Source: an optimization exercise on an open RTL-to-GDS flow (aim: small area and a short achievable clock period). Production flows keep margins and buffers that such runs may drop.
Only simulation tests tie the RTL to the original design; equivalence was not proved.

==> design.v <==
module reaper_exec_ctrl #(
  parameter int DIV = 2
) (
  input  logic        Fast_Clock,
  input  logic        Raw_Reset_I,
  output logic        Slow_Clock,
  input  logic [5:0]  Opcode,
  input  logic [31:0] Input_1,
  input  logic [31:0] Input_2,
  output logic [31:0] Result,
  output logic        True,
  output logic [4:0]  ALU_Op,
  output logic        Reg_Write,
  output logic        ALU_Src,
  output logic        Long_Imm,
  output logic        Mem_Write,
  output logic        Mem_To_Reg,
  output logic        Branch,
  output logic        Jump_R,
  output logic        Jump_I,
  output logic        Stack_Enable,
  output logic        Stack_Write,
  output logic        IO_Enable,
  output logic        IO_Selection,
  output logic        Halt,
  output logic        Change_Context
);
  localparam int CW = (DIV > 1) ? $clog2(DIV) : 1;
  localparam logic [CW-1:0] LAST = DIV - 1;
  logic [CW-1:0] cnt;
  logic          slow_q;
  always_ff @(posedge Fast_Clock or negedge Raw_Reset_I) begin
    if (!Raw_Reset_I) begin
      cnt    <= '0;
      slow_q <= 1'b0;
    end else if (cnt == LAST) begin
      cnt    <= '0;
      slow_q <= ~slow_q;
    end else begin
      cnt    <= cnt + 1'b1;
    end
  end
  assign Slow_Clock = slow_q;
  logic [5:0] op;
  logic [5:0] op_m1, op_m21;
  logic [4:0] aop;
  logic rw, asrc, limm, mw, m2r, br;
  logic jr, ji, sen, swr, ioen, iosel;
  logic hlt, ctx;
  assign op     = Opcode;
  assign op_m1  = op - 6'h01;
  assign op_m21 = op - 6'h21;
  always_comb begin
    aop   = '0;
    rw    = 1'b0;
    asrc  = 1'b0;
    limm  = 1'b0;
    mw    = 1'b0;
    m2r   = 1'b0;
    br    = 1'b0;
    jr    = 1'b0;
    ji    = 1'b0;
    sen   = 1'b0;
    swr   = 1'b0;
    ioen  = 1'b0;
    iosel = 1'b0;
    hlt   = 1'b0;
    ctx   = 1'b0;
    if (op >= 6'h01 && op <= 6'h12) begin
      rw  = 1'b1;
      aop = op_m1[4:0];
    end else if (op >= 6'h21 && op <= 6'h32) begin
      rw   = 1'b1;
      asrc = 1'b1;
      aop  = op_m21[4:0];
    end else begin
      case (op)
        6'h13: begin
          rw   = 1'b1;
          asrc = 1'b1;
          limm = 1'b1;
          aop  = 5'd18;
        end
        6'h14: begin
          rw   = 1'b1;
          asrc = 1'b1;
          m2r  = 1'b1;
        end
        6'h15: begin
          asrc = 1'b1;
          mw   = 1'b1;
        end
        6'h16: begin
          br  = 1'b1;
          aop = 5'd12;
        end
        6'h17: begin
          br  = 1'b1;
          aop = 5'd13;
        end
        6'h18: begin
          br  = 1'b1;
          aop = 5'd14;
        end
        6'h19: begin
          br  = 1'b1;
          aop = 5'd16;
        end
        6'h1A: jr = 1'b1;
        6'h1B: begin
          ji   = 1'b1;
          limm = 1'b1;
        end
        6'h1C: begin
          ji   = 1'b1;
          limm = 1'b1;
          sen  = 1'b1;
          swr  = 1'b1;
        end
        6'h1D: sen = 1'b1;
        6'h1E: begin
          ioen = 1'b1;
          rw   = 1'b1;
        end
        6'h1F: begin
          ioen  = 1'b1;
          iosel = 1'b1;
        end
        6'h20: ctx = 1'b1;
        6'h3F: hlt = 1'b1;
        default: ;
      endcase
    end
  end
  logic [31:0] a, b;
  assign a = Input_1;
  assign b = Input_2;
  logic o_add, o_sub, o_mul, o_div, o_rem, o_and, o_or, o_xor, o_not;
  logic o_sll, o_srl, o_sra, o_cmp, o_movb;
  assign o_add  = (aop == 5'd0);
  assign o_sub  = (aop == 5'd1);
  assign o_mul  = (aop == 5'd2);
  assign o_div  = (aop == 5'd3);
  assign o_rem  = (aop == 5'd4);
  assign o_and  = (aop == 5'd5);
  assign o_or   = (aop == 5'd6);
  assign o_xor  = (aop == 5'd7);
  assign o_not  = (aop == 5'd8);
  assign o_sll  = (aop == 5'd9);
  assign o_srl  = (aop == 5'd10);
  assign o_sra  = (aop == 5'd11);
  assign o_cmp  = (aop >= 5'd12) && (aop <= 5'd17);
  assign o_movb = (aop == 5'd18);
  logic m_div, m_mul, m_sh, m_shr, m_as, m_subt;
  assign m_div  = o_div | o_rem;
  assign m_mul  = o_mul;
  assign m_shr  = o_srl | o_sra;
  assign m_sh   = o_sll | m_shr;
  assign m_as   = ~(m_div | m_mul | m_sh);    
  assign m_subt = o_sub | o_cmp;
  logic [31:0] abs_a, abs_b;
  logic [31:0] lo_a, lo_b;
  always_comb begin
    lo_a[0] = 1'b0;
    lo_b[0] = 1'b0;
    for (int i = 1; i < 32; i++) begin
      lo_a[i] = lo_a[i-1] | a[i-1];
      lo_b[i] = lo_b[i-1] | b[i-1];
    end
  end
  assign abs_a = a ^ ({32{a[31]}} & lo_a);
  assign abs_b = b ^ ({32{b[31]}} & lo_b);
  logic [31:0] dhz;
  always_comb begin
    dhz[0] = 1'b1;
    for (int k = 1; k < 32; k++)
      dhz[k] = dhz[k-1] & ~abs_b[32-k];
  end
  logic [31:0] shdec;
  always_comb
    for (int k = 0; k < 32; k++)
      shdec[k] = (b[4:0] == k[4:0]);
  logic        fill;
  logic [31:0] a_rev;
  assign fill = o_sra & a[31];
  always_comb
    for (int i = 0; i < 32; i++)
      a_rev[i] = a[31-i] ^ fill;
  logic [31:0] Y, ebit, dhzm, cin, R0;
  always_comb begin
    if (m_div)      Y = ~abs_b;
    else if (m_mul) Y = a;
    else if (m_shr) Y = a_rev;
    else if (m_sh)  Y = a;
    else            Y = b ^ {32{m_subt}};
    for (int k = 0; k < 32; k++) begin
      ebit[k] = (m_mul & b[k]) | (m_sh & shdec[k]) | (m_as & (k == 0));
      dhzm[k] = m_div & dhz[k];
      cin[k]  = m_div | (m_as & m_subt & (k == 0));
    end
    if (m_div)     R0 = abs_a;
    else if (m_as) R0 = a;
    else           R0 = '0;
  end
  localparam int GS = 4;
  logic [31:0] R [0:32];
  logic [31:0] q;
  assign R[32] = R0;
  for (genvar k = 31; k >= 0; k--) begin : g_row
    localparam int W  = 32 - k;
    localparam int NG = (W + GS - 1) / GS;
    logic [W-1:0] rr, o, x, g, p;
    logic [W:0]   c;
    logic [NG:0]  cg;
    logic         sel;
    assign rr = R[k+1][31:k];
    assign o  = Y[W-1:0];
    for (genvar j = 0; j < W; j++) begin : g_bit
      assign g[j] = rr[j] & o[j];
      assign p[j] = rr[j] | o[j];
      assign x[j] = o[j] ^ c[j];
    end
    assign cg[0] = cin[k];
    for (genvar m = 0; m < NG; m++) begin : g_grp
      localparam int LO = m * GS;
      localparam int HI = (LO + GS < W) ? (LO + GS - 1) : (W - 1);
      logic [HI-LO:0] gx, px;
      assign gx[0] = g[LO];
      assign px[0] = p[LO];
      for (genvar j = LO + 1; j <= HI; j++) begin : g_pre
        assign gx[j-LO] = g[j] | (p[j] & gx[j-LO-1]);
        assign px[j-LO] = p[j] & px[j-LO-1];
      end
      assign cg[m+1] = gx[HI-LO] | (px[HI-LO] & cg[m]);
      assign c[LO] = cg[m];
      for (genvar j = LO; j < HI; j++) begin : g_rip
        assign c[j+1] = g[j] | (p[j] & c[j]);
      end
    end
    assign sel  = (cg[NG] & dhzm[k]) | ebit[k];
    assign q[k] = sel;
    if (k > 0) begin : g_low
      assign R[k][k-1:0] = R[k+1][k-1:0];
    end
    assign R[k][31:k] = rr ^ ({W{sel}} & x);
  end
  logic [31:0] arr;
  assign arr = R[0];
  logic        bz, dneg;
  logic [31:0] dv, lo_v, dres;
  assign bz   = (b == 32'd0);
  assign dneg = o_div ? (a[31] ^ b[31]) : a[31];
  assign dv   = o_div ? q : arr;
  always_comb begin
    lo_v[0] = 1'b0;
    for (int i = 1; i < 32; i++)
      lo_v[i] = lo_v[i-1] | dv[i-1];
  end
  assign dres = bz ? 32'd0 : (dv ^ ({32{dneg}} & lo_v));
  logic [31:0] x_ab;
  logic        eq, lt, tru;
  assign x_ab = a ^ b;
  assign eq   = ~|x_ab;
  assign lt   = (a[31] ^ b[31]) ? a[31] : arr[31];
  always_comb begin
    case (aop)
      5'd12:   tru = eq;
      5'd13:   tru = ~eq;
      5'd14:   tru = lt;
      5'd15:   tru = lt | eq;
      5'd16:   tru = ~(lt | eq);
      5'd17:   tru = ~lt;
      default: tru = 1'b0;
    endcase
  end
  logic [31:0] arr_rev;
  always_comb
    for (int i = 0; i < 32; i++)
      arr_rev[i] = arr[31-i] ^ fill;
  logic [31:0] res;
  always_comb begin
    res = ({32{o_add | o_sub | o_mul | o_sll}} & arr)
        | ({32{m_shr}} & arr_rev)
        | ({32{m_div}} & dres)
        | ({32{o_and}} & (a & b))
        | ({32{o_or}}  & (a | b))
        | ({32{o_xor}} & x_ab)
        | ({32{o_not}} & ~a)
        | ({32{o_movb}} & b);
    res[0] = res[0] | tru;
  end
  assign Result         = res;
  assign True           = tru;
  assign ALU_Op         = aop;
  assign Reg_Write      = rw;
  assign ALU_Src        = asrc;
  assign Long_Imm       = limm;
  assign Mem_Write      = mw;
  assign Mem_To_Reg     = m2r;
  assign Branch         = br;
  assign Jump_R         = jr;
  assign Jump_I         = ji;
  assign Stack_Enable   = sen;
  assign Stack_Write    = swr;
  assign IO_Enable      = ioen;
  assign IO_Selection   = iosel;
  assign Halt           = hlt;
  assign Change_Context = ctx;
endmodule
==> run.sh <==
#!/bin/bash
# synth_recipe.tcl (not shown) runs the flow's synth.tcl, then flattens the netlist and writes it again
# the make line also repeats each setting of config.mk as NAME=value (left out here)
make -C /OpenROAD-flow-scripts/flow DESIGN_CONFIG=/design/flow/config.mk WORK_HOME=/design/flow/orfs CLKGATE_MAP_FILE= SYNTH_SCRIPT=/design/flow/synth_recipe.tcl finish
==> config.mk <==
export PLATFORM = sky130hd
export DESIGN_NAME = reaper_exec_ctrl
export DESIGN_NICKNAME = reaper_exec_ctrl
export VERILOG_FILES = /design/flow/design.v
export SDC_FILE = /design/flow/constraint.sdc
export NUM_CORES = 4
export LEC_CHECK = 0
export ABC_AREA = 1
export CAP_MARGIN = 20
export CORE_MARGIN = 2
export CORE_UTILIZATION = 40
export SLEW_MARGIN = 20
==> constraint.sdc <==
create_clock -name core_clock -period 190.0 [get_ports {Fast_Clock}]
set_input_delay 38.0000 -clock core_clock [delete_from_list [all_inputs] [get_ports {Fast_Clock}]]
set_output_delay 38.0000 -clock core_clock [all_outputs]
set_load 0.01 [all_outputs]
==> results of run 1 <==
[cells in the final DEF, fill, tap and decap left out, types with 69 or more instances in the layout]
| master | instances |
|---|---|
| nand2_4 | 94 |
| nor2_1 | 446 |
| ha_1 | 69 |
| inv_2 | 136 |
| o21ai_0 | 270 |
| inv_1 | 733 |
| nand3_2 | 216 |
| nand2_2 | 395 |
| a21oi_1 | 198 |
| nand3_4 | 102 |
| clkdlybuf4s50_1 | 124 |
| nand3_1 | 811 |
| buf_4 | 90 |
| xor2_1 | 417 |
| nand2_1 | 2363 |
| o21ai_1 | 105 |
[state kept, by name, indices dropped and copies added (netlist names)]
register  flops
cnt           1
slow_q        1
[final cells by class]
cell class | count | area [um2] | area share
inverter | 945 | 3940 | 0.0885
tap | 1488 | 1860 | 0.0419
sequential | 2 | 50.0 | 0.00113
multi-input combinational | 6265 | 36600 | 0.824
timing repair buffer | 214 | 1920 | 0.0431
clock buffer | 3 | 75.1 | 0.00169
[through the flow]
step	util	std cells	hold WS (ps)	cell area, um2
floorplan	-	7546	413	44500
global placement	0.402	8914	425	44400
detailed placement	0.402	8914	435	44400
CTS	0.402	8917	439	44500
global route	0.402	8917	445	44500
finish	0.402	8917	431	44500
[kinds of logic (layout without fill, tap and decap cells)]
group / after synthesis / after routing / share of synthesized area
AOI/OAI and AO/OA: 881 / 881 / 0.122
xor gates and xnor gates: 548 / 548 / 0.124
DFF: 2 / 2 / 0.00112
adders and majority gates: 69 / 69 / 0.0194
buffers and inverters: 1279 / 1162 / 0.180
and+or+nand+nor: 4767 / 4767 / 0.554
[layer usage]
layer,global-route usage,vias to the layer above,wire [um]
li1,-,23800,-
met1,0.384,22000,72900
met2,0.448,1847,70900
met3,0.0437,324,14700
met4,0.105,2,7440
met5,0,-,17
[final timing paths]
check | start | end | slack, ps
worst max-delay path | Opcode[1] | Result[28] | 55690
worst min-delay path | cnt | cnt | 430
worst max register to register | slow_q | slow_q | 189340
worst min register to register | cnt | cnt | 430
max in group asynchronous | Raw_Reset_I | slow_q | 151940
min in group asynchronous | Raw_Reset_I | cnt | 37940
==> impl_metrics.json, run 1 <==
{
  "grt_pass1_vias": 43300,
  "tightest_slew_ps": 1300,
  "slowest_delay_ps": 840,
  "cts.path.max_buffers": 2,
  "synthTopCellsByArea": "nand2_1 (20%), nand3_1 (9.1%), xor2_1 (8.2%)",
  "clock_skew_ps": 0.949,
  "hold_path_class": "flop to flop",
  "pin_count": 125,
  "yosys.area.top_type_share": 0.199,
  "drc_errors": 0,
  "whs_path_depth": 1,
  "post_cts_buffers": 0,
  "gp_congestion": 1.02,
  "crit_top_cell": "nand2_2",
  "grt_overflow": 0,
  "end_kind": "output port",
  "fin_tns_setup_ps": 0,
  "synth_edf_count": 0,
  "grt_use_total": 0.283,
  "nets": 7572,
  "die_area_um2": 114000,
  "routed_wl_mm": 166,
  "synth-main-ff-cell": "dfrtp_1",
  "vias": 47900,
  "numCtsBuffers": 3,
  "slew_violations": 0,
  "floorplan.core_area_um2": 111000,
  "worst-path-stages": 454,
  "run_status": "timing/DRC/antenna clean",
  "setup_viol": 0,
  "area_growth_pct": -0.0562,
  "viasPerCell": 5.38,
  "period_minus_slack_ps": 134310,
  "async_reset_ff_frac": 1.00,
  "max_freq_ghz": 0.00745,
  "drive_gt1_frac": 0.197,
  "period_share": 0.707,
  "clk_latency_ps": 220,
  "h-tree-depth": 1,
  "tritoncts": "yes",
  "hpwlAfterDp_mm": 129,
  "yosysMostFrequentCell": "nand2_1",
  "insertedDiodeCount": 0,
  "ant_nets": 0,
  "reg2reg_depth": 1,
  "syn-num-nets": 7687,
  "num_rows": 122,
  "die_h_um": 338,
  "worstPathRequired_ps": 152000,
  "start_util": 0.403,
  "arrival_ps": 96310,
  "cts_root_buf": "clkbuf_16",
  "yosysSeqAreaShare": 0.00112,
  "die_x_um": 338,
  "fin_ws_ps": 55690,
  "post_cts_resized": 0,
  "rsz0062_at_grt": "no",
  "syn_inst": 7546,
  "clkTransAtPathRegs_ps": 30,
  "dr.pass1.iters": 7,
  "max_slew_margin": 0.128,
  "worstSetupPathType": "input pin to output port",
  "cpLargestDelayFamily": "simple AND/OR/NAND/NOR gates",
  "cap_viol_max_count": 0,
  "cpMaxStageDelayCell": "nor2_1",
  "syn_area_um2": 44500,
  "grt_max_degree": 63,
  "ys_seq_elements": 2,
  "synth.distinct_cells": 100,
  "ys_warn_count": 2,
  "syn_avg_cell_area_um2": 5.90,
  "clkSinkCount": 2,
  "yosysTopAreaCell": "nand2_1",
  "yosys-top-cells-count": "nand2_1 (2364), nand3_1 (811), inv_1 (739), nor2_1 (452), xor2_1 (417)",
  "path_max_fanout": 59,
  "drtIter0Drc": 4766,
  "critPathLaunchType": "input pin",
  "io_buffers": 124,
  "timing.critical_path.buf_inv": 32,
  "cts_hold_buf": 0,
  "dp_worst_setup_slack_ps": 56370,
  "fillers": 12200,
  "grt_antenna_before_repair": 6,
  "post_drt_wl_per_cell_um": 18.6,
  "hold_violations": 0,
  "grt_pass1_wl_mm": 254
}
==> inputs of run 2 (changes only) <==
--- a/design.v
+++ b/design.v
@@ -204,3 +204,3 @@
   end
-  localparam int GS = 4;
+  localparam int GS = 3;
   logic [31:0] R [0:32];
--- a/config.mk
+++ b/config.mk
@@ -10,3 +10,4 @@
 export CORE_MARGIN = 2
-export CORE_UTILIZATION = 40
+export CORE_UTILIZATION = 60
+export PLACE_DENSITY = 0.7
 export SLEW_MARGIN = 20
==> run 2 against run 1 <==
Effect of this change:
- still clean on timing, DRC and antenna
- non-clock buffer count grew 9
- die area fell by 39%
- flip-flop and latch count unchanged
- via count down 3.6%
- count of clock-buffer cells in the layout stayed put
- register-to-register slack about the same
- worst hold slack better by 4.7 ps
- routed wire length shrank 8.1%
==> impl_metrics.json, run 2 <==
{
  "run_status": "timing/DRC/antenna clean",
  "ys_warn_count": 2,
  "hold_path_end": "cnt",
  "worstHoldStart": "cnt",
  "rsz0062_at_grt": "no",
  "yosys.area.top_type_share": 0.198,
  "ys_seq_elements": 2,
  "async_reset_ff_frac": 1.00,
  "yosysTopAreaCell": "nand2_1",
  "fin_tns_setup_ps": 0,
  "grt_pass1_wl_mm": 234,
  "cts.path.max_buffers": 2,
  "gp_congestion": 1.06,
  "reg2reg_slack_ps": 189340,
  "synth-main-ff-cell": "dfrtp_1",
  "period_minus_slack_ps": 137200,
  "grt_antenna_before_repair": 5,
  "viasPerCell": 5.85,
  "grt_pass1_vias": 41300,
  "num_rows": 95,
  "slowest_delay_ps": 590,
  "clkTransAtPathRegs_ps": 30,
  "critPathLaunchType": "input pin",
  "synthTopCellsByArea": "nand2_1 (20%), xor2_1 (8.7%), nand3_1 (7.5%)",
  "numCtsBuffers": 3,
  "drive_gt1_frac": 0.181,
  "ant_nets": 0,
  "period_share": 0.722,
  "die_h_um": 265,
  "post_cts_buffers": 0,
  "crit_top_cell": "nand2_2",
  "place_area_um2": 40100,
  "dr.pass1.iters": 8,
  "mostFrequentLayoutCells": "nand2_1 (2149), inv_1 (655), nand3_1 (613)",
  "die_area_um2": 70100,
  "pin_count": 125,
  "insertedDiodeCount": 0,
  "start_util": 0.606,
  "clock_skew_ps": 0.569,
  "path_max_fanout": 40,
  "reg2reg_depth": 1,
  "setup_viol": 0,
  "cpLargestDelayFamily": "simple AND/OR/NAND/NOR gates",
  "post_cts_resized": 0,
  "syn_area_um2": 40800,
  "vias": 46200,
  "syn-num-nets": 7259,
  "grt_overflow": 0,
  "clk_latency_ps": 220,
  "area_growth_pct": -1.37,
  "tritoncts": "yes",
  "syn_avg_cell_area_um2": 5.73,
  "fin_util": 0.598,
  "tightest_slew_ps": 1160,
  "whs_path_depth": 1,
  "yosys-top-cells-count": "nand2_1 (2150), inv_1 (664), nand3_1 (613), nor2_1 (580), xor2_1 (403)",
  "worstPathRequired_ps": 152000,
  "slew_violations": 0,
  "grt_max_degree": 64,
  "cts_root_buf": "clkbuf_16",
  "drc_errors": 0,
  "drtIter0Drc": 4813,
  "h-tree-depth": 1,
  "max_freq_ghz": 0.00729,
  "final_common_cell": "nand2_1",
  "die_x_um": 265,
  "timing.critical_path.buf_inv": 13,
  "clkSinkCount": 2,
  "hold_violations": 0,
  "nets": 7161,
  "crit_start": "Opcode[1]",
  "synth.distinct_cells": 88,
  "r2r-end": "slow_q",
  "yosysMostFrequentCell": "nand2_1",
  "cts_hold_buf": 0,
  "floorplan.core_area_um2": 67300,
  "reg_top3": "cnt: 1 flops, slow_q: 1 flops",
  "max_slew_margin": 0.224,
  "cpMaxStageDelayCell": "clkdlybuf4s50_1",
  "yosysSeqAreaShare": 0.00123,
  "grt_use_total": 0.419,
  "arrival_ps": 99200,
  "r2r-start": "slow_q",
  "synth_edf_count": 0,
  "worstSetupPathType": "input pin to output port",
  "post_drt_wl_per_cell_um": 19.3,
  "io_buffers": 124,
  "end_kind": "output port",
  "syn_inst": 7118,
  "hpwlAfterDp_mm": 118,
  "fin_area_um2": 40200,
  "cap_viol_max_count": 0,
  "hold_path_class": "flop to flop",
  "routed_wl_mm": 152
}
[run 2: per-layer routing]
layer,GRT usage,vias up,share of wire
met5,0,-,0.00051
li1,-,22600,-
met3,0.0699,539,0.10
met2,0.660,2283,0.42
met4,0.246,6,0.070
met1,0.539,20800,0.41
[run 2: logic make-up (layout without fill, tap and decap cells)]
| kind of cell | count (synthesis) | in the layout | synth area share |
|---|---|---|---|
| AO/OA/AOI/OAI | 976 | 976 | 0.140 |
| adder cells (fa/ha/maj) | 71 | 71 | 0.0217 |
| buffers and inverters | 1111 | 1011 | 0.171 |
| AND/OR/NAND/NOR | 4425 | 4425 | 0.540 |
| flip-flops | 2 | 2 | 0.00123 |
| XOR/XNOR | 533 | 533 | 0.127 |
[run 2: how the worst max path moves through the flow]
stage                       to  slack (ps)  cells past startpoint
global route        Result[30]       46210                    527
global placement    Result[27]       55050                    525
CTS                 Result[30]       53540                    526
finish              Result[30]       52800                    520
floorplan           Result[30]       68950                    528
detailed placement  Result[30]       53730                    529
[run 2: final cells by class]
class	instances	area, um2
Fill cell	7163	27100
Multi-Input combinational cell	6005	33900
Sequential cell	2	50.0
Tap cell	873	1090
Inverter	785	3040
Clock buffer	3	75.1
Timing Repair Buffer	223	2040
[run 2: per-stage QoR]
step	hold slack (ps)	cells	worst slack, ps
floorplan	413	7118	68950
global placement	426	7885	55050
detailed placement	435	7887	53730
CTS	439	7890	53540
global route	461	7891	46210
finish	436	7891	52800
==> inputs of run 3 (changes only) <==
==> flow/run.sh (new file) <==
#!/bin/bash
# Own flow: the standard layout (standard.sh, with its standard synthesis
# unchanged), except at the floorplan step:
#  - flow/downsize.tcl first sets every logic cell to the smallest drive
#    strength of its family (synthesis sizes up nearly every gate) and removes
#    synthesis buffers;
#  - the floorplan's timing repair (gate sizing and pin swaps only) then aims
#    for FP_SETUP_MARGIN ns of setup slack, so it sizes up the critical paths.
# Each step's output goes to its own log file here.
set -euo pipefail
WORK=$(pwd)
FP_SETUP_MARGIN=75
bash standard.sh synth > flow_synth.log 2>&1
bash standard.sh PRE_FLOORPLAN_TCL=$WORK/flow/downsize.tcl SETUP_SLACK_MARGIN=$FP_SETUP_MARGIN floorplan > flow_floorplan.log 2>&1
bash standard.sh > flow_finish.log 2>&1
test -f out/final.def
==> flow/downsize.tcl (new file) <==
# Before the floorplan's timing repair: put every logic cell at the smallest
# drive strength of its family and remove synthesis buffers. The floorplan's
# repair_timing then sizes up only the cells its setup margin needs.
set dont_use {}
if { [info exists ::env(DONT_USE_CELLS)] } { set dont_use $::env(DONT_USE_CELLS) }
proc ds_skip { name dont_use } {
  foreach pat $dont_use { if { [string match $pat $name] } { return 1 } }
  return [expr { [string match "*lpflow*" $name] || [string match "*probe*" $name] }]
}
set best [dict create]
foreach m [get_lib_cells */*] {
  set n [get_name $m]
  if { [ds_skip $n $dont_use] } { continue }
  if { [regexp {^(sky130_fd_sc_hd__.*)_([0-9]+)$} $n -> fam sz] } {
    if { ![dict exists $best $fam] || $sz < [lindex [dict get $best $fam] 0] } {
      dict set best $fam [list $sz $n]
    }
  }
}
set cnt 0
foreach inst [get_cells *] {
  set mn [get_name [get_lib_cells -of_objects $inst]]
  if { [string match "*__df*" $mn] || [string match "*__conb*" $mn] } { continue }
  if { [regexp {^(sky130_fd_sc_hd__.*)_([0-9]+)$} $mn -> fam sz] && [dict exists $best $fam] } {
    set s [dict get $best $fam]
    if { [lindex $s 0] < $sz } {
      replace_cell $inst [lindex $s 1]
      incr cnt
    }
  }
}
puts "downsize.tcl: $cnt cells set to their smallest drive strength"
remove_buffers
==> standard.sh (new file) <==
#!/bin/bash
# synth_recipe.tcl (not shown) runs the flow's synth.tcl, then flattens the netlist and writes it again
# the make line also repeats each setting of config.mk as NAME=value (left out here)
make -C /OpenROAD-flow-scripts/flow DESIGN_CONFIG=/design/flow/config.mk WORK_HOME=/design/flow/orfs CLKGATE_MAP_FILE= SYNTH_SCRIPT=/design/flow/synth_recipe.tcl "${@:-finish}"
removed: run.sh
==> run 3 against run 2 <==
Effect of this change:
- sequential share of layout area about the same
- first-iteration DRC count up 16%
- still clean on timing, DRC and antenna
- flip-flop and latch count unchanged
- design area down 8.2%
- clock skew about the same
- worst hold slack better by 22 ps
- synthesized area down 20%
- routed wire length down 6.7%
==> impl_metrics.json, run 3 <==
{
  "pin_count": 125,
  "setup_viol": 0,
  "post_cts_resized": 0,
  "cap_viol_max_count": 0,
  "grt_antenna_before_repair": 16,
  "grtUsageMet2": 0.733,
  "io_buffers": 124,
  "hold_path_class": "flop to flop",
  "cts_hold_buf": 0,
  "worstSetupPathType": "input pin to output port",
  "nets": 7143,
  "slowest_delay_ps": 760,
  "routed_wl_mm": 142,
  "hold_violations": 0,
  "drtIter0Drc": 5586,
  "num_rows": 85,
  "viasPerCell": 6.09,
  "worstPathRequired_ps": 152000,
  "run_status": "timing/DRC/antenna clean",
  "tritoncts": "yes",
  "ant_nets": 0,
  "post_drt_wl_per_cell_um": 18.5,
  "critPathLaunchType": "input pin",
  "grt_use_total": 0.484,
  "clkSinkCount": 2,
  "start_util": 0.605,
  "die_x_um": 237,
  "grt_pass1_vias": 41200,
  "area_growth_pct": 13.6,
  "fillers": 5359,
  "cts_root_buf": "clkbuf_16",
  "syn_area_um2": 32500,
  "numCtsBuffers": 3,
  "grt_pass1_wl_mm": 219,
  "syn-num-nets": 6933,
  "gp_congestion": 1.09,
  "rsz0062_at_grt": "no",
  "vias": 46900,
  "max_slew_margin": 0.170,
  "hpwlAfterDp_mm": 107,
  "cpMaxStageDelayCell": "clkdlybuf4s50_1",
  "h-tree-depth": 1,
  "grt-busiest-layer": "met2",
  "post_cts_buffers": 0,
  "gr-usage-met1": 0.598,
  "syn_inst": 6792,
  "dr.pass1.iters": 10,
  "slew_violations": 0,
  "tightest_slew_ps": 1230,
  "fin_tns_setup_ps": 0,
  "multi_input_area_um2": 31000,
  "clkTransAtPathRegs_ps": 30,
  "crit_top_cell": "nand2_1",
  "mostFrequentLayoutCells": "nand2_1 (2458), nand3_1 (833), inv_1 (727)",
  "path_max_fanout": 40,
  "end_kind": "output port",
  "die_area_um2": 56000,
  "ff_latch_area_um2": 50.0,
  "ys_warn_count": 2,
  "place_area_um2": 36800,
  "reg_top3": "cnt: 1 flops, slow_q: 1 flops",
  "floorplan.core_area_um2": 53700,
  "arrival_ps": 99910,
  "period_minus_slack_ps": 137910,
  "period_share": 0.726,
  "grt_util_met3": 0.142,
  "fin_area_um2": 36900,
  "clock_skew_ps": 0.499,
  "final_common_cell": "nand2_1",
  "drc_errors": 0,
  "die_h_um": 237,
  "grt_max_degree": 66,
  "cts.path.max_buffers": 2,
  "clk_latency_ps": 220,
  "max_freq_ghz": 0.00725,
  "grt_overflow": 0,
  "syn_avg_cell_area_um2": 4.79,
  "drive_gt1_frac": 0.0507
}
[run 3: cell types whose count changed in the layout (fill, tap and decap cells not counted), moves of 29 or more]
cell	delta
nand2_1	+309
nand2_2	-298
nand3_1	+220
nand3_2	-206
or2_0	+126
nor2_1	+102
or2_2	-86
inv_1	+72
nor2_2	-72
inv_2	-70
o21ai_0	+42
or2_1	-38
xor2_2	-29
[run 3: through the flow]
| step | worst slack (ps) | hold slack, ps | utilization | cells |
|---|---|---|---|---|
| after CTS | 53700 | 451 | 0.687 | 7696 |
| final | 52090 | 458 | 0.688 | 7703 |
| after floorplan | 64060 | 413 | - | 6792 |
| after global routing | 44580 | 470 | 0.687 | 7697 |
| after detailed placement | 54050 | 436 | 0.686 | 7693 |
| after global placement | 56000 | 426 | 0.686 | 7693 |
[run 3: layout make-up]
type,count,area share
Multi-Input combinational cell,6005,0.840
Inverter,785,0.0817
Timing Repair Buffer,205,0.0504
Tap cell,696,0.0236
Clock buffer,3,0.00203
Sequential cell,2,0.00136
Antenna cell,7,0.000474
[run 3: worst max-delay path, delay by kind of cell]
kind            cells  cell delay [ps]
simple gates      487            50770
xor+xnor           20             5790
buf+inv            12             2500
compound gates     12             2190
fa+ha+maj           1              310
[run 3: routing by layer]
layer	part of all wire	vias to the layer above
met5	0.00075	-
met4	0.074	16
met3	0.15	740
met2	0.41	3014
met1	0.37	20600
li1	-	22500
[run 3: path summary, 6_finish.rpt]
path / from / slack [ps] / cells past startpoint / to
setup / recovery: Opcode[1] / 52090 / 532 / Result[30]
hold / removal: cnt / 460 / 1 / cnt
setup reg to reg: slow_q / 189330 / 1 / slow_q
hold reg to reg: cnt / 460 / 1 / cnt
max in group asynchronous: Raw_Reset_I / 151930 / 1 / slow_q
min in group asynchronous: Raw_Reset_I / 37950 / 1 / cnt
==> inputs of run 4 (changes only) <==
==> flow/run.sh (replaced) <==
#!/bin/bash
# Own flow: the standard layout (standard.sh, with its standard synthesis
# unchanged), except:
#  - at the floorplan step, flow/downsize.tcl first sets every logic cell to
#    the smallest drive strength of its family (synthesis sizes up nearly every
#    gate) and removes synthesis buffers, and the floorplan's timing repair
#    (gate sizing and pin swaps only) then aims for SETUP_MARGIN ns of setup
#    slack, so it sizes up the critical paths;
#  - the CTS step's timing repair, the first with placement parasitics, aims
#    for the same margin.
# Each step's output goes to its own log file here.
set -euo pipefail
WORK=$(pwd)
SETUP_MARGIN=75
bash standard.sh synth > flow_synth.log 2>&1
bash standard.sh PRE_FLOORPLAN_TCL=$WORK/flow/downsize.tcl SETUP_SLACK_MARGIN=$SETUP_MARGIN floorplan > flow_floorplan.log 2>&1
bash standard.sh place > flow_place.log 2>&1
bash standard.sh SETUP_SLACK_MARGIN=$SETUP_MARGIN cts > flow_cts.log 2>&1
bash standard.sh > flow_finish.log 2>&1
test -f out/final.def
==> run 4 against run 3 <==
Effect of this change:
- still clean
- synthesized area did not move
- final cell count increased by 0.75%
- routed wire length rose by 2.5%
==> impl_metrics.json, run 4 <==
{
  "end_kind": "output port",
  "clkTransAtPathRegs_ps": 30,
  "stdcell_count": 7761,
  "cap_viol_max_count": 0,
  "critPathLaunchType": "input pin",
  "viasPerCell": 6.14,
  "multi_input_area_um2": 31800,
  "crit_start": "Input_2[13]",
  "tightest_slew_ps": 1240,
  "reg_top3": "cnt: 1 flops, slow_q: 1 flops",
  "grt_antenna_before_repair": 10,
  "vias": 47700,
  "io_buffers": 124,
  "critPathCapture": "Result[30]",
  "syn_inst": 6792,
  "drive_gt1_frac": 0.0703,
  "ff_latch_area_um2": 50.0,
  "die_x_um": 237,
  "drc_errors": 0,
  "arrival_ps": 96190,
  "timing.critical_path.buf_inv": 13,
  "period_minus_slack_ps": 134190,
  "setup_viol": 0,
  "grt_use_total": 0.497,
  "cpLargestDelayFamily": "simple AND/OR/NAND/NOR gates",
  "cts.path.max_buffers": 2,
  "area_growth_pct": 17.0,
  "die_area_um2": 56000,
  "final_common_cell": "nand2_1",
  "hold_violations": 0,
  "dr.pass1.iters": 11,
  "cpMaxStageDelayCell": "xor2_1",
  "finalHoldWorstSlack_ps": 457,
  "post_drt_wl_per_cell_um": 18.8,
  "grt_overflow": 0,
  "grt_max_degree": 66,
  "dp.cells": 7693,
  "clock_skew_ps": 0.325,
  "ant_nets": 0,
  "clk_latency_ps": 220,
  "tritoncts": "yes",
  "pin_count": 125,
  "die_h_um": 237,
  "slew_violations": 0,
  "ys_warn_count": 2,
  "clkSinkCount": 2,
  "hold_path_end": "cnt",
  "num_rows": 85,
  "h-tree-depth": 1,
  "whs_path_depth": 1,
  "worstHoldStart": "cnt",
  "period_share": 0.706,
  "routed_wl_mm": 146,
  "reg2reg_slack_ps": 189330,
  "start_util": 0.605,
  "r2r-end": "slow_q",
  "fin_tns_setup_ps": 0,
  "fin_util": 0.708,
  "r2r-start": "slow_q",
  "worstPathRequired_ps": 152000,
  "hold_path_class": "flop to flop",
  "floorplan.core_area_um2": 53700,
  "syn_area_um2": 32500,
  "drtIter0Drc": 5657,
  "path_max_fanout": 31,
  "max_freq_ghz": 0.00745,
  "grt_pass1_wl_mm": 224,
  "slowest_delay_ps": 730,
  "grt_pass1_vias": 42100,
  "gp_congestion": 1.09,
  "hpwlAfterDp_mm": 107,
  "run_status": "timing/DRC/antenna clean",
  "rsz0062_at_grt": "no",
  "crit_top_cell": "nand2_1",
  "worstSetupPathType": "input pin to output port",
  "reg2reg_depth": 1,
  "worst-path-stages": 558,
  "cts_hold_buf": 0,
  "numCtsBuffers": 3,
  "syn_avg_cell_area_um2": 4.79,
  "cts_root_buf": "clkbuf_16",
  "syn-num-nets": 6933,
  "fillers": 5168,
  "mostFrequentLayoutCells": "nand2_1 (2452), nand3_1 (830), inv_1 (718)",
  "max_slew_margin": 0.168,
  "nets": 7199
}
## run 4: changes by cell type in the layout (fill, tap and decap cells not counted), moves of 7 or more
cell             change
clkdlybuf4s15_2     +12
xor2_4               +7
buf_4               +38
dlygate4sd2_1       +22
nand2_4             +16
nor2_1              -15
xor2_2              +17
clkdlybuf4s50_1     -37
inv_1                -9
nand2_8              +9
inv_2                +7
nor2_2              +12
xor2_1              -24
## run 4: cell type report
cell class,instances,area share
Multi-Input combinational cell,6019,0.836
Sequential cell,2,0.00132
Clock buffer,3,0.00197
Timing Repair Buffer,247,0.0578
Antenna cell,9,0.000592
Tap cell,696,0.0229
Inverter,785,0.0796
## run 4: timing repair
item / in CTS / in global routing
resized for setup: 188 / 0
setup endpoints to repair: 33 / 0
setup buffers: 40 / 0
## run 4: per-stage QoR
| stage | worst slack (ps) | instance area (um2) |
|---|---|---|
| finish | 55810 | 38000 |
| global route | 48700 | 38000 |
| CTS | 57650 | 38000 |
| detailed placement | 54050 | 36800 |
| global placement | 56000 | 36800 |
| floorplan | 64060 | 34000 |
## run 4: worst max path at each step
stage	cells after the start	slack (ps)	endpoint	from
2_1_floorplan	542	64060	Result[30]	Opcode[1]
3_3_place_gp	527	56000	Result[30]	Opcode[1]
3_5_place_dp	534	54050	Result[30]	Opcode[1]
## run 4: per-layer routing
layer  wire, um  GRT usage  share of wire
met5        137     0.0121        0.00094
met4      11600      0.331          0.079
met3      22200      0.150           0.15
met2      58900      0.748           0.40
met1      53000      0.608           0.36
==> inputs of run 5 (changes only) <==
==> flow/run.sh (replaced) <==
#!/bin/bash
# Own flow: the standard layout (standard.sh, with its standard synthesis
# unchanged), except that:
#  - before the floorplan step's timing repair, flow/downsize.tcl resets gate
#    sizes to the smallest and sizes up only what a setup margin of
#    FP_SETUP_MARGIN ns needs;
#  - every timing repair runs without pin swaps and gate cloning, so the
#    netlist keeps the structure of the standard synthesis;
#  - port buffering (every input and output still gets its buffer) uses
#    buf_2 cells.
# Each step's output goes to its own log file here.
set -euo pipefail
WORK=$(pwd)
export FP_SETUP_MARGIN=80
export SKIP_PIN_SWAP=1
export SKIP_GATE_CLONING=1
bash standard.sh synth > flow_synth.log 2>&1
bash standard.sh PRE_FLOORPLAN_TCL=$WORK/flow/downsize.tcl floorplan > flow_floorplan.log 2>&1
bash standard.sh "BUFFER_PORTS_ARGS=-buffer_cell sky130_fd_sc_hd__buf_2" place > flow_place.log 2>&1
bash standard.sh > flow_finish.log 2>&1
test -f out/final.def
--- a/flow/downsize.tcl
+++ b/flow/downsize.tcl
@@ -1,4 +1,7 @@
-# Before the floorplan's timing repair: put every logic cell at the smallest
-# drive strength of its family and remove synthesis buffers. The floorplan's
-# repair_timing then sizes up only the cells its setup margin needs.
+# Runs before the floorplan step's own timing repair (PRE_FLOORPLAN_TCL).
+# Synthesis sizes up nearly every gate. Put every logic cell at the smallest
+# drive strength of its family, remove synthesis buffers, then size up only
+# the cells on paths with less than FP_SETUP_MARGIN ns of setup slack. Gate
+# sizing only: no pin swaps or cloning, so the netlist keeps the structure of
+# the standard synthesis.
 set dont_use {}
@@ -33 +36,5 @@
 remove_buffers
+repair_timing -setup -setup_margin $::env(FP_SETUP_MARGIN) -sequence "sizeup" \
+  -skip_pin_swap -skip_gate_cloning -skip_last_gasp -verbose
+report_worst_slack -max
+report_design_area
==> run 5 against run 4 <==
Effect of this change:
- global-route usage fell by 3.2 points
- count of clock-buffer cells in the layout did not move
- largest cell class unchanged
- via count shrank 2.7%
- design area fell by 4.4%
==> impl_metrics.json, run 5 <==
{
  "run_status": "timing/DRC/antenna clean",
  "grt_max_degree": 96,
  "syn_area_um2": 33800,
  "numCtsBuffers": 3,
  "reg_top3": "cnt: 1 flops, slow_q: 1 flops",
  "num_rows": 87,
  "max_slew_margin": 0.216,
  "dr.pass1.iters": 6,
  "syn_avg_cell_area_um2": 4.98,
  "hold_path_class": "flop to flop",
  "pin_count": 125,
  "grt_antenna_before_repair": 16,
  "grt_pass1_vias": 39400,
  "syn_inst": 6792,
  "drc_errors": 0,
  "critPathLaunchType": "input pin",
  "cpMaxStageDelayCell": "xor2_1",
  "period_minus_slack_ps": 136340,
  "drtIter0Drc": 4980,
  "final_common_cell": "nand2_1",
  "start_util": 0.603,
  "drive_gt1_frac": 0.0676,
  "cts.path.max_buffers": 2,
  "syn-num-nets": 6933,
  "setup_viol": 0,
  "die_h_um": 241,
  "cpLargestDelayFamily": "simple AND/OR/NAND/NOR gates",
  "clkSinkCount": 2,
  "cts_root_buf": "clkbuf_16",
  "routed_wl_mm": 142,
  "crit_top_cell": "nand2_1",
  "io_buffers": 124,
  "arrival_ps": 98340,
  "grt_use_total": 0.465,
  "worstSetupPathType": "input pin to output port",
  "post_cts_buffers": 0,
  "cap_viol_max_count": 0,
  "tightest_slew_ps": 1180,
  "end_kind": "output port",
  "viasPerCell": 5.96,
  "cts_hold_buf": 0,
  "clkTransAtPathRegs_ps": 30,
  "hpwlAfterDp_mm": 107,
  "die_x_um": 241,
  "area_growth_pct": 7.51,
  "ant_nets": 0,
  "worstPathRequired_ps": 152000,
  "slew_violations": 0,
  "slowest_delay_ps": 730,
  "tritoncts": "yes",
  "ys_warn_count": 2,
  "fin_tns_setup_ps": 0,
  "clk_latency_ps": 220,
  "gp_congestion": 1.07,
  "post_cts_resized": 0,
  "rsz0062_at_grt": "no",
  "period_share": 0.718,
  "vias": 46400,
  "fillers": 5854,
  "timing.critical_path.buf_inv": 10,
  "die_area_um2": 58300,
  "floorplan.core_area_um2": 56100,
  "path_max_fanout": 40,
  "mostFrequentLayoutCells": "nand2_1 (2465), nand3_1 (833), inv_1 (727)",
  "grt_overflow": 0,
  "max_freq_ghz": 0.00733,
  "h-tree-depth": 1,
  "post_drt_wl_per_cell_um": 18.2,
  "nets": 7155,
  "grt_pass1_wl_mm": 215,
  "hold_violations": 0,
  "clock_skew_ps": 1.22
}
[run 5: changes by cell type in the layout (fill, tap and decap cells not counted), sizes merged]
cell           delta
buf              +91
clkdlybuf4s50    -87
dlygate4sd2      -22
nand2            -14
clkdlybuf4s15    -12
inv               +5
clkinv            -3
clkinvlp          -2
diode             +1
[run 5: cell type report]
type / count / area, um2 / share of cell area
multi-input cells: 6005 / 30900 / 0.850
inverters: 785 / 3000 / 0.0825
repair buffers: 217 / 1350 / 0.0372
well taps: 756 / 946 / 0.0260
clock buffers: 3 / 75.1 / 0.00206
flip-flops and latches: 2 / 50.0 / 0.00138
diodes: 10 / 25.0 / 0.000688
[run 5: worst paths after layout]
kind	start	endpoint	slack, ps	depth (start not counted)
worst max-delay path	Input_2[1]	Result[30]	53660	518
worst min-delay path	cnt	cnt	450	1
worst max register to register	slow_q	slow_q	189330	1
worst min register to register	cnt	cnt	450	1
max in group asynchronous	Raw_Reset_I	cnt	152340	1
min in group asynchronous	Raw_Reset_I	slow_q	37560	1
[run 5: per-layer routing]
layer / wire length, um / share of wire / global-route usage / up-vias
met2: 57000 / 0.40 / 0.699 / 2840
met5: 136 / 0.00096 / 0 / -
met1: 54400 / 0.38 / 0.584 / 20300
met4: 11500 / 0.081 / 0.326 / 18
li1: - / - / - / 22600
met3: 18900 / 0.13 / 0.107 / 676
[run 5: per-stage QoR]
stage	setup slack, ps	instance area (um2)	utilization	hold WS (ps)	instances
detailed placement	55520	36200	0.646	442	7764
floorplan	64170	33800	-	413	6792
finish	53660	36400	0.649	446	7778
global route	46070	36400	0.649	458	7776
global placement	57240	36200	0.646	425	7764
CTS	55280	36300	0.648	455	7767
==> inputs of run 6 (changes only) <==
--- a/design.v
+++ b/design.v
@@ -44,3 +44,2 @@
   logic [5:0] op;
-  logic [5:0] op_m1, op_m21;
   logic [4:0] aop;
@@ -49,5 +48,48 @@
   logic hlt, ctx;
-  assign op     = Opcode;
-  assign op_m1  = op - 6'h01;
-  assign op_m21 = op - 6'h21;
+  assign op = Opcode;
+  logic [4:0] aop_t;
+  always_comb begin
+    case (op)
+      6'h02: aop_t = 5'd1;
+      6'h03: aop_t = 5'd2;
+      6'h04: aop_t = 5'd3;
+      6'h05: aop_t = 5'd4;
+      6'h06: aop_t = 5'd5;
+      6'h07: aop_t = 5'd6;
+      6'h08: aop_t = 5'd7;
+      6'h09: aop_t = 5'd8;
+      6'h0A: aop_t = 5'd9;
+      6'h0B: aop_t = 5'd10;
+      6'h0C: aop_t = 5'd11;
+      6'h0D: aop_t = 5'd12;
+      6'h0E: aop_t = 5'd13;
+      6'h0F: aop_t = 5'd14;
+      6'h10: aop_t = 5'd15;
+      6'h11: aop_t = 5'd16;
+      6'h12: aop_t = 5'd17;
+      6'h13: aop_t = 5'd18;
+      6'h16: aop_t = 5'd12;
+      6'h17: aop_t = 5'd13;
+      6'h18: aop_t = 5'd14;
+      6'h19: aop_t = 5'd16;
+      6'h22: aop_t = 5'd1;
+      6'h23: aop_t = 5'd2;
+      6'h24: aop_t = 5'd3;
+      6'h25: aop_t = 5'd4;
+      6'h26: aop_t = 5'd5;
+      6'h27: aop_t = 5'd6;
+      6'h28: aop_t = 5'd7;
+      6'h29: aop_t = 5'd8;
+      6'h2A: aop_t = 5'd9;
+      6'h2B: aop_t = 5'd10;
+      6'h2C: aop_t = 5'd11;
+      6'h2D: aop_t = 5'd12;
+      6'h2E: aop_t = 5'd13;
+      6'h2F: aop_t = 5'd14;
+      6'h30: aop_t = 5'd15;
+      6'h31: aop_t = 5'd16;
+      6'h32: aop_t = 5'd17;
+      default: aop_t = 5'd0;
+    endcase
+  end
   always_comb begin
@@ -68,5 +110,5 @@
     ctx   = 1'b0;
+    aop = aop_t;
     if (op >= 6'h01 && op <= 6'h12) begin
       rw  = 1'b1;
-      aop = op_m1[4:0];
     end else if (op >= 6'h21 && op <= 6'h32) begin
@@ -74,3 +116,2 @@
       asrc = 1'b1;
-      aop  = op_m21[4:0];
     end else begin
@@ -81,3 +122,2 @@
           limm = 1'b1;
-          aop  = 5'd18;
         end
@@ -94,3 +134,2 @@
           br  = 1'b1;
-          aop = 5'd12;
         end
@@ -98,3 +137,2 @@
           br  = 1'b1;
-          aop = 5'd13;
         end
@@ -102,3 +140,2 @@
           br  = 1'b1;
-          aop = 5'd14;
         end
@@ -106,3 +143,2 @@
           br  = 1'b1;
-          aop = 5'd16;
         end
@@ -160,20 +196,26 @@
   assign m_subt = o_sub | o_cmp;
-  logic [31:0] abs_a, abs_b;
-  logic [31:0] lo_a, lo_b;
-  always_comb begin
-    lo_a[0] = 1'b0;
-    lo_b[0] = 1'b0;
-    for (int i = 1; i < 32; i++) begin
-      lo_a[i] = lo_a[i-1] | a[i-1];
-      lo_b[i] = lo_b[i-1] | b[i-1];
+  function automatic [31:0] pfx_or(input [31:0] x);
+    reg [31:0] y;
+    integer l, i;
+    begin
+      y = x;
+      for (l = 0; l < 5; l = l + 1)
+        for (i = 0; i < 32; i = i + 1)
+          if (((i >> l) & 1) == 1)
+            y[i] = y[i] | y[((i >> l) << l) - 1];
+      pfx_or = y;
     end
-  end
-  assign abs_a = a ^ ({32{a[31]}} & lo_a);
-  assign abs_b = b ^ ({32{b[31]}} & lo_b);
+  endfunction
+  logic [31:0] abs_a, abs_b;
+  logic [31:0] pa, pb, pd, rb;
+  assign pa    = pfx_or(a);
+  assign pb    = pfx_or(b);
+  assign abs_a = a ^ ({32{a[31]}} & {pa[30:0], 1'b0});
+  assign abs_b = b ^ ({32{b[31]}} & {pb[30:0], 1'b0});
   logic [31:0] dhz;
-  always_comb begin
-    dhz[0] = 1'b1;
-    for (int k = 1; k < 32; k++)
-      dhz[k] = dhz[k-1] & ~abs_b[32-k];
-  end
+  always_comb
+    for (int j = 0; j < 32; j++)
+      rb[j] = abs_b[31-j];
+  assign pd  = pfx_or(rb);
+  assign dhz = {~pd[30:0], 1'b1};
   logic [31:0] shdec;
@@ -253,7 +295,5 @@
   assign dv   = o_div ? q : arr;
-  always_comb begin
-    lo_v[0] = 1'b0;
-    for (int i = 1; i < 32; i++)
-      lo_v[i] = lo_v[i-1] | dv[i-1];
-  end
+  logic [31:0] pv;
+  assign pv   = pfx_or(dv);
+  assign lo_v = {pv[30:0], 1'b0};
   assign dres = bz ? 32'd0 : (dv ^ ({32{dneg}} & lo_v));
==> run 6 against run 5 <==
Effect of this change:
- highest routed layer unchanged
- critical path depth is 10 lower
- worst hold slack better by 5.3 ps
- synthesized area is 3.8% higher
- routed wire length is 5.5% higher
- die area is 3.7% higher
- still clean on timing, DRC and antenna
- design area is 2.8% higher
- flip-flop and latch count stayed put
- synthesized cell count is 2.9% higher
- count of clock-buffer cells in the layout stayed put
- clock skew is 4.8 ps higher
==> impl_metrics.json, run 6 <==
{
  "run_status": "timing/DRC/antenna clean",
  "syn-num-nets": 7133,
  "r2r-start": "slow_q",
  "cts_hold_buf": 0,
  "clock_skew_ps": 5.99,
  "grt_use_total": 0.469,
  "fin_tns_setup_ps": 0,
  "routed_wl_mm": 150,
  "num_rows": 88,
  "dr.pass1.iters": 9,
  "setup_viol": 0,
  "post_cts_buffers": 0,
  "floorplan.core_area_um2": 57800,
  "drc_errors": 0,
  "slowest_delay_ps": 760,
  "grt_max_degree": 77,
  "mostFrequentLayoutCells": "nand2_1 (2690), nand3_1 (971), inv_1 (751)",
  "hold_path_class": "flop to flop",
  "hold_violations": 0,
  "drive_gt1_frac": 0.0758,
  "place_area_um2": 37300,
  "ys_warn_count": 2,
  "fillers": 6066,
  "crit_top_cell": "nand2_1",
  "die_h_um": 246,
  "syn_area_um2": 35100,
  "clk_latency_ps": 220,
  "tightest_slew_ps": 1180,
  "slew_violations": 0,
  "arrival_ps": 95660,
  "cts_root_buf": "clkbuf_16",
  "gp_congestion": 1.14,
  "grt_pass1_vias": 40400,
  "grt_antenna_before_repair": 5,
  "worstPathRequired_ps": 152000,
  "post_cts_resized": 0,
  "reg_top3": "cnt: 1 flops, slow_q: 1 flops",
  "tritoncts": "yes",
  "grt_overflow": 0,
  "max_freq_ghz": 0.00748,
  "worstSetupPathType": "input pin to output port",
  "pin_count": 125,
  "clkSinkCount": 2,
  "area_growth_pct": 6.53,
  "die_area_um2": 60500,
  "post_drt_wl_per_cell_um": 18.8,
  "path_max_fanout": 74,
  "max_slew_margin": 0.216,
  "syn_inst": 6992,
  "ant_nets": 0,
  "end_kind": "output port",
  "r2r-end": "slow_q",
  "nets": 7343,
  "reg2reg_depth": 1,
  "cpMaxStageDelayCell": "clkinvlp_4",
  "period_minus_slack_ps": 133660,
  "hold_path_end": "cnt",
  "numCtsBuffers": 3,
  "final_common_cell": "nand2_1",
  "whs_path_depth": 1,
  "cts.path.max_buffers": 2,
  "syn_avg_cell_area_um2": 5.02,
  "fin_area_um2": 37400,
  "viasPerCell": 5.98,
  "critPathLaunchType": "input pin",
  "grt_pass1_wl_mm": 224,
  "worstHoldStart": "cnt",
  "vias": 47700,
  "hpwlAfterDp_mm": 114,
  "start_util": 0.607,
  "die_x_um": 246,
  "h-tree-depth": 1,
  "io_buffers": 124,
  "period_share": 0.703,
  "cap_viol_max_count": 0,
  "rsz0062_at_grt": "no",
  "drtIter0Drc": 5651,
  "reg2reg_slack_ps": 189310,
  "fin_util": 0.647,
  "clkTransAtPathRegs_ps": 30
}
-- run 6: routing by layer --
layer	wire, um	share of wire	up-vias	global-route usage
met3	22300	0.15	618	0.130
met4	11100	0.074	4	0.290
met2	58600	0.39	3046	0.684
li1	-	-	23000	-
met5	24	0.00016	-	0
met1	57700	0.39	21000	0.606
-- run 6: worst max path at each step --
| stage | from | endpoint | slack (ps) | cells after the start |
|---|---|---|---|---|
| finish | Opcode[2] | Result[22] | 56340 | 508 |
| global route | Opcode[2] | Result[28] | 49310 | 516 |
| CTS | Opcode[2] | Result[20] | 58170 | 511 |
| detailed placement | Opcode[2] | Result[20] | 58280 | 510 |
| global placement | Opcode[2] | Result[20] | 59420 | 504 |
| floorplan | Opcode[0] | Result[25] | 67610 | 542 |
-- run 6: worst max-delay path, delay by kind of cell --
kind	cells	cell delay, ps
AOI/OAI and AO/OA	11	2170
and+or+nand+nor	464	46910
buffers and inverters	15	2840
xor gates and xnor gates	18	5460
-- run 6: metrics by stage --
| step | hold slack, ps | setup WS [ps] | cells |
|---|---|---|---|
| 6_report | 451 | 56340 | 7969 |
| 5_1_grt | 475 | 49310 | 7966 |
| 4_1_cts | 455 | 58170 | 7965 |
| 3_5_place_dp | 434 | 58280 | 7962 |
| 3_3_place_gp | 425 | 59420 | 7962 |
| 2_1_floorplan | 413 | 67610 | 6992 |
-- run 6: cell type report --
class | instances | area (um2) | area share
clock buffers | 3 | 75.1 | 0.00201
diodes | 4 | 10.0 | 0.000268
flip-flops and latches | 2 | 50.0 | 0.00134
multi-input cells | 6173 | 31800 | 0.849
repair buffers | 205 | 1230 | 0.0329
inverters | 817 | 3320 | 0.0888
well taps | 765 | 957 | 0.0256
==> inputs of run 7 (changes only) <==
--- a/flow/run.sh
+++ b/flow/run.sh
@@ -6,2 +6,4 @@
 #    FP_SETUP_MARGIN ns needs;
+#  - the CTS step's timing repair, the first with placement parasitics, sizes
+#    up gates (sizing only) for a setup margin of CTS_SETUP_MARGIN ns;
 #  - every timing repair runs without pin swaps and gate cloning, so the
@@ -14,2 +16,3 @@
 export FP_SETUP_MARGIN=80
+CTS_SETUP_MARGIN=70
 export SKIP_PIN_SWAP=1
@@ -19,2 +22,3 @@
 bash standard.sh "BUFFER_PORTS_ARGS=-buffer_cell sky130_fd_sc_hd__buf_2" place > flow_place.log 2>&1
+bash standard.sh SETUP_SLACK_MARGIN=$CTS_SETUP_MARGIN SETUP_MOVE_SEQUENCE=sizeup cts > flow_cts.log 2>&1
 bash standard.sh > flow_finish.log 2>&1
==> run 7 against run 6 <==
Effect of this change:
- routed wire length rose by 4.1%
- worst hold slack worse by 4.7 ps
- still clean
- critical endpoint is now Result[28]
- non-clock buffer count stayed put
- largest cell class unchanged
- first-iteration DRC count up 8.7%
==> impl_metrics.json, run 7 <==
{
  "drtIter0Drc": 6140,
  "critPathLaunchType": "input pin",
  "rsz0062_at_grt": "no",
  "grt_max_degree": 77,
  "run_status": "timing/DRC/antenna clean",
  "post_drt_wl_per_cell_um": 19.6,
  "clk_latency_ps": 220,
  "post_cts_buffers": 0,
  "setup_viol": 0,
  "clkTransAtPathRegs_ps": 30,
  "area_growth_pct": 17.5,
  "reg_top3": "cnt: 1 flops, slow_q: 1 flops",
  "end_kind": "output port",
  "grt_overflow": 0,
  "grt_pass1_vias": 42800,
  "max_freq_ghz": 0.00777,
  "fin_tns_setup_ps": 0,
  "arrival_ps": 90770,
  "cts_root_buf": "clkbuf_16",
  "grt_antenna_before_repair": 7,
  "worstPathRequired_ps": 152000,
  "cpMaxStageDelayCell": "xor2_1",
  "ant_nets": 0,
  "tightest_slew_ps": 1200,
  "vias": 48500,
  "hpwlAfterDp_mm": 114,
  "final_common_cell": "nand2_1",
  "cts.path.max_buffers": 2,
  "syn-num-nets": 7133,
  "slowest_delay_ps": 460,
  "slew_violations": 0,
  "die_x_um": 246,
  "period_share": 0.678,
  "fin_area_um2": 41200,
  "nets": 7343,
  "drive_gt1_frac": 0.176,
  "max_slew_margin": 0.203,
  "grt_use_total": 0.490,
  "worstSetupPathType": "input pin to output port",
  "io_buffers": 124,
  "syn_avg_cell_area_um2": 5.02,
  "place_area_um2": 37300,
  "floorplan.core_area_um2": 57800,
  "crit_start": "Opcode[1]",
  "cts_hold_buf": 0,
  "reg2reg_depth": 1,
  "worstHoldStart": "cnt",
  "dr.pass1.iters": 8,
  "clock_skew_ps": 4.93,
  "routed_wl_mm": 156,
  "viasPerCell": 6.09,
  "tritoncts": "yes",
  "syn_inst": 6992,
  "num_rows": 88,
  "path_max_fanout": 74,
  "grt_pass1_wl_mm": 235,
  "clkSinkCount": 2,
  "r2r-start": "slow_q",
  "period_minus_slack_ps": 128770,
  "cap_viol_max_count": 0,
  "hold_path_class": "flop to flop",
  "dp_worst_setup_slack_ps": 58280,
  "die_area_um2": 60500,
  "numCtsBuffers": 3,
  "ys_warn_count": 2,
  "crit_top_cell": "nand2_2",
  "drc_errors": 0,
  "gp_congestion": 1.14,
  "whs_path_depth": 1,
  "die_h_um": 246,
  "mostFrequentLayoutCells": "nand2_1 (2267), nand3_1 (823), inv_1 (720)",
  "hold_violations": 0,
  "syn_area_um2": 35100,
  "start_util": 0.607,
  "h-tree-depth": 1,
  "fin_ws_ps": 61230,
  "pin_count": 125
}
## run 7: changes by cell type in the layout (fill, tap and decap cells not counted), moves of 28 or more
cell     previous run  this run
nand2_4            15        54
nand3_1           971       823
nand2_1          2690      2267
xor2_1            442       388
nand3_4             7        51
xor2_2             29        57
inv_1             751       720
nand3_2            55       159
nand2_2           115       488
## run 7: path summary, 6_finish.rpt
kind	end	slack [ps]
setup / recovery	Result[28]	61230
max in group asynchronous	cnt	152350
min in group asynchronous	slow_q	37550
setup reg to reg	slow_q	189310
hold reg to reg	cnt	450
hold / removal	cnt	450
## run 7: worst max-delay path, delay by kind of cell
kind,cells,cell delay (ps)
AO/OA/AOI/OAI,19,2560
XOR/XNOR,13,3220
adder cells (fa/ha/maj),1,290
buffers and inverters,20,2580
AND/OR/NAND/NOR,457,43590
## run 7: routing by layer
layer  routed length, um  GRT usage
met1               58100      0.617
met2               62400      0.726
met3               23200      0.136
met4               12300      0.324
met5                  23          0
## run 7: area by class of cell
class	instances	area (um2)
fill	5493	16600
tap	765	957
inverter	817	3350
antenna	6	15.0
clock buffer	3	75.1
sequential	2	50.0
multi-input combinational	6173	35400
timing repair buffer	205	1380
## run 7: what timing repair did
item / 4_1_cts / 5_1_grt
endpoints found under the hold margin: 0 / 0
endpoints found under the setup margin: 33 / 0
gates resized for setup: 940 / 0
## run 7: metrics by stage
stage / hold WS [ps] / std cells / util
finish: 447 / 7971 / 0.713
global route: 475 / 7968 / 0.713
CTS: 455 / 7965 / 0.713
detailed placement: 434 / 7962 / 0.645
global placement: 425 / 7962 / 0.645
floorplan: 413 / 6992 / -

-- afterwards: timing with drivers on the ports --
Ports are ideal in the flow. The routed layouts listed here were re-timed in OpenROAD. Step 1 assumes that a clkbuf_16 drives the clock port and a buf_2 every other input. Step 2 moves the port delays by t, midway between the first and last clock arrival at a register: inputs arrive t later, outputs are due t later. That takes back most of the time a late clock gives input paths. Slacks: no drivers / after step 1 / after step 2; pairs: no drivers / after step 1.
run | t (ns) | slack for setup (ns) | hold slack, ns | worst setup path after step 2 | worst register clock-pin slew, ns
run 1 | 0.240 | 55.689 / 55.654 / 55.654 | 0.431 / 0.431 / 0.431 | input to output | 0.03 / 0.03
run 2 | 0.239 | 52.801 / 52.776 / 52.776 | 0.436 / 0.436 / 0.436 | input to output | 0.03 / 0.03
run 3 | 0.241 | 52.087 / 52.064 / 52.064 | 0.458 / 0.458 / 0.458 | input to output | 0.03 / 0.03
run 4 | 0.241 | 55.810 / 55.748 / 55.748 | 0.457 / 0.457 / 0.457 | input to output | 0.03 / 0.03
run 5 | 0.243 | 53.655 / 53.634 / 53.634 | 0.446 / 0.446 / 0.446 | input to output | 0.03 / 0.03
run 6 | 0.243 | 56.337 / 56.318 / 56.318 | 0.451 / 0.451 / 0.451 | input to output | 0.03 / 0.03
run 7 | 0.242 | 61.230 / 61.183 / 61.183 | 0.447 / 0.447 / 0.447 | input to output | 0.03 / 0.03
After both steps every run listed still meets setup and hold. For run 4, which loses most, drivers alone change the setup slack by -0.062 ns; drivers and shift together by -0.062 ns.
